From an optimization exercise on the open Yosys and OpenROAD flow, aimed at small area and a short achievable clock period; shortcuts taken in it are not production practice.
Only simulation tests tie the RTL to the original design; equivalence was not proved.

==> inputs of xenon <==
==> flow/design.v (excerpt) <==
module axis_fir_lowpass (
        input  logic               s00_axis_aclk,
        input  logic               rst_n,
        input  logic               s00_axis_tvalid,
        input  fir_pkg::bus_word_t s00_axis_tdata,
        input  logic               s00_axis_tlast,
        output logic               s00_axis_tready,
        input  logic               m00_axis_tready,
        output logic               m00_axis_tvalid,
        output fir_pkg::bus_word_t m00_axis_tdata,
        output logic               m00_axis_tlast
);
        fir_pkg::sample_t sample;
        fir_pkg::res_t    result;
        logic    result_last;
        logic    accept;
        assign sample = s00_axis_tdata[63 -: 32];
        fir_tap_chain i_fir_tap_chain (
                .s00_axis_aclk (s00_axis_aclk),
                .rst_n         (rst_n),
                .accept        (accept),
                .sample        (sample),
                .sample_last   (s00_axis_tlast),
                .result        (result),
                .result_last   (result_last)
        );
        fir_out_stage i_fir_out_stage (
                .s00_axis_aclk   (s00_axis_aclk),
                .rst_n           (rst_n),
                .in_valid        (s00_axis_tvalid),
                .result          (result),
                .result_last     (result_last),
                .m00_axis_tready (m00_axis_tready),
                .in_ready        (s00_axis_tready),
                .accept          (accept),
                .m00_axis_tvalid (m00_axis_tvalid),
                .m00_axis_tdata  (m00_axis_tdata),
                .m00_axis_tlast  (m00_axis_tlast)
        );
endmodule
clock: 10.5 ns
lec_check: 0
abc_clock_period_in_ps: 1500
cap_margin: 20
core_margin: 2
core_utilization: 70
slew_margin: 20
synth_hierarchical: 1
standard.sh (not shown) runs the stock make flow with config.mk's settings and CLKGATE_MAP_FILE= SYNTH_SCRIPT=/design/flow/synth_recipe.tcl, a recipe that flattens the netlist after the stock synthesis.
==> flow/flow/run.sh <==
#!/bin/bash
set -euo pipefail
bash standard.sh SETUP_SLACK_MARGIN=5.7 "BUFFER_PORTS_ARGS=-buffer_cell sky130_fd_sc_hd__buf_1" finish > standard.log 2>&1
==> sierra: changes against xenon <==
==> flow/flow/run.sh (replaced) <==
#!/bin/bash
set -euo pipefail
bash standard.sh SETUP_SLACK_MARGIN=5.8 "BUFFER_PORTS_ARGS=-buffer_cell sky130_fd_sc_hd__buf_1" finish > standard.log 2>&1
--- a/flow/config.mk
+++ b/flow/config.mk
@@ -9,5 +9,5 @@
 export CAP_MARGIN = 20
 export CORE_MARGIN = 2
-export CORE_UTILIZATION = 70
+export CORE_UTILIZATION = 75
 export SLEW_MARGIN = 20
 export SYNTH_HIERARCHICAL = 1
==> comparison <==
Against xenon, the via count of sierra is higher by 2.4%.
sierra went through all stages and came out clean. xenon went through all stages and came out clean.
In xenon the final cell count is higher than in sierra, by about 1.7%.
Fmax: xenon is smaller than sierra (1.3%).


==> inputs of maple <==
axis_fir_lowpass again, from the RTL that the note above started with.
==> flow/config.mk <==
export PLATFORM = sky130hd
export DESIGN_NAME = axis_fir_lowpass
export DESIGN_NICKNAME = axis_fir_lowpass
export VERILOG_FILES = /design/flow/design.v
export SDC_FILE = /design/flow/constraint.sdc
export NUM_CORES = 4
export LEC_CHECK = 0
export ABC_CLOCK_PERIOD_IN_PS = 1500
export CAP_MARGIN = 0
export CORE_MARGIN = 2
export CORE_UTILIZATION = 70
export SLEW_MARGIN = 0
export SYNTH_HIERARCHICAL = 1
export TNS_END_PERCENT = 0
==> flow/constraint.sdc <==
create_clock -name core_clock -period 10.5 [get_ports {s00_axis_aclk}]
set_input_delay 2.1000 -clock core_clock [delete_from_list [all_inputs] [get_ports {s00_axis_aclk}]]
set_output_delay 2.1000 -clock core_clock [all_outputs]
set_load 0.01 [all_outputs]
==> flow/flow/run.sh <==
#!/bin/bash
set -euo pipefail
bash standard.sh SETUP_SLACK_MARGIN=5.7 "BUFFER_PORTS_ARGS=-buffer_cell sky130_fd_sc_hd__buf_1" finish > standard.log 2>&1
==> willow (differences from maple) <==
--- a/flow/config.mk
+++ b/flow/config.mk
@@ -7,8 +7,8 @@
 export LEC_CHECK = 0
 export ABC_CLOCK_PERIOD_IN_PS = 1500
-export CAP_MARGIN = 0
+export CAP_MARGIN = 20
 export CORE_MARGIN = 2
 export CORE_UTILIZATION = 70
-export SLEW_MARGIN = 0
+export SLEW_MARGIN = 20
 export SYNTH_HIERARCHICAL = 1
 export TNS_END_PERCENT = 0
==> flow_summary.yaml <==
global_routing:
  antenna_found_initial: 0
detailed_routing:
  avgRoutedWirePerCell_um: 21.5
  routed.top_layer: "met4"
  drc: 0
floorplanning:
  fp-row-count: 87
final_layout:
  nNonClkBuffers: 114
critical_path:
  reg2reg_from: "i_fir_tap_chain.h6[11]"
run_status:
  status: "complete, no violations"
(the above is from maple)
==> flow_summary.yaml <==
run_status:
  status: "complete, no violations"
detailed_routing:
  routed.top_layer: "met4"
  drc: 0
  avgRoutedWirePerCell_um: 21.5
global_routing:
  antenna_found_initial: 0
critical_path:
  reg2reg_from: "i_fir_tap_chain.h6[11]"
synth:
  synthMuxAreaShare_pct: 12.2
(the above is from willow)

-- what the ideal ports hide --
The flow's constraints put no driver on any port. The routed layouts listed below were extracted and timed again, unchanged, in two steps. Step 1 (the two cells are an assumption about what drives the block):
set clk [get_ports {s00_axis_aclk}]
set_driving_cell -lib_cell sky130_fd_sc_hd__clkbuf_16 $clk
set_driving_cell -lib_cell sky130_fd_sc_hd__buf_2 [delete_from_list [all_inputs] $clk]
Step 2 also shifts input and output timing later by t, the mid clock arrival at the registers, as if the neighbouring blocks saw the same clock. a / b / c = ideal / step 1 / step 2; a / b = the first two.
run	t, ns	setup slack, ns	worst register clock-pin slew, ns
xenon	0.679	5.742 / 5.740 / 5.060	0.06 / 0.06
sierra	0.663	5.803 / 5.816 / 5.153	0.07 / 0.07
maple	0.680	5.740 / 5.741 / 5.061	0.06 / 0.06
willow	0.680	5.740 / 5.741 / 5.061	0.06 / 0.06
After both steps every run listed still meets setup and hold. The setup slack of xenon, which loses most, moves by -0.002 ns with the drivers and by -0.682 ns with both steps.
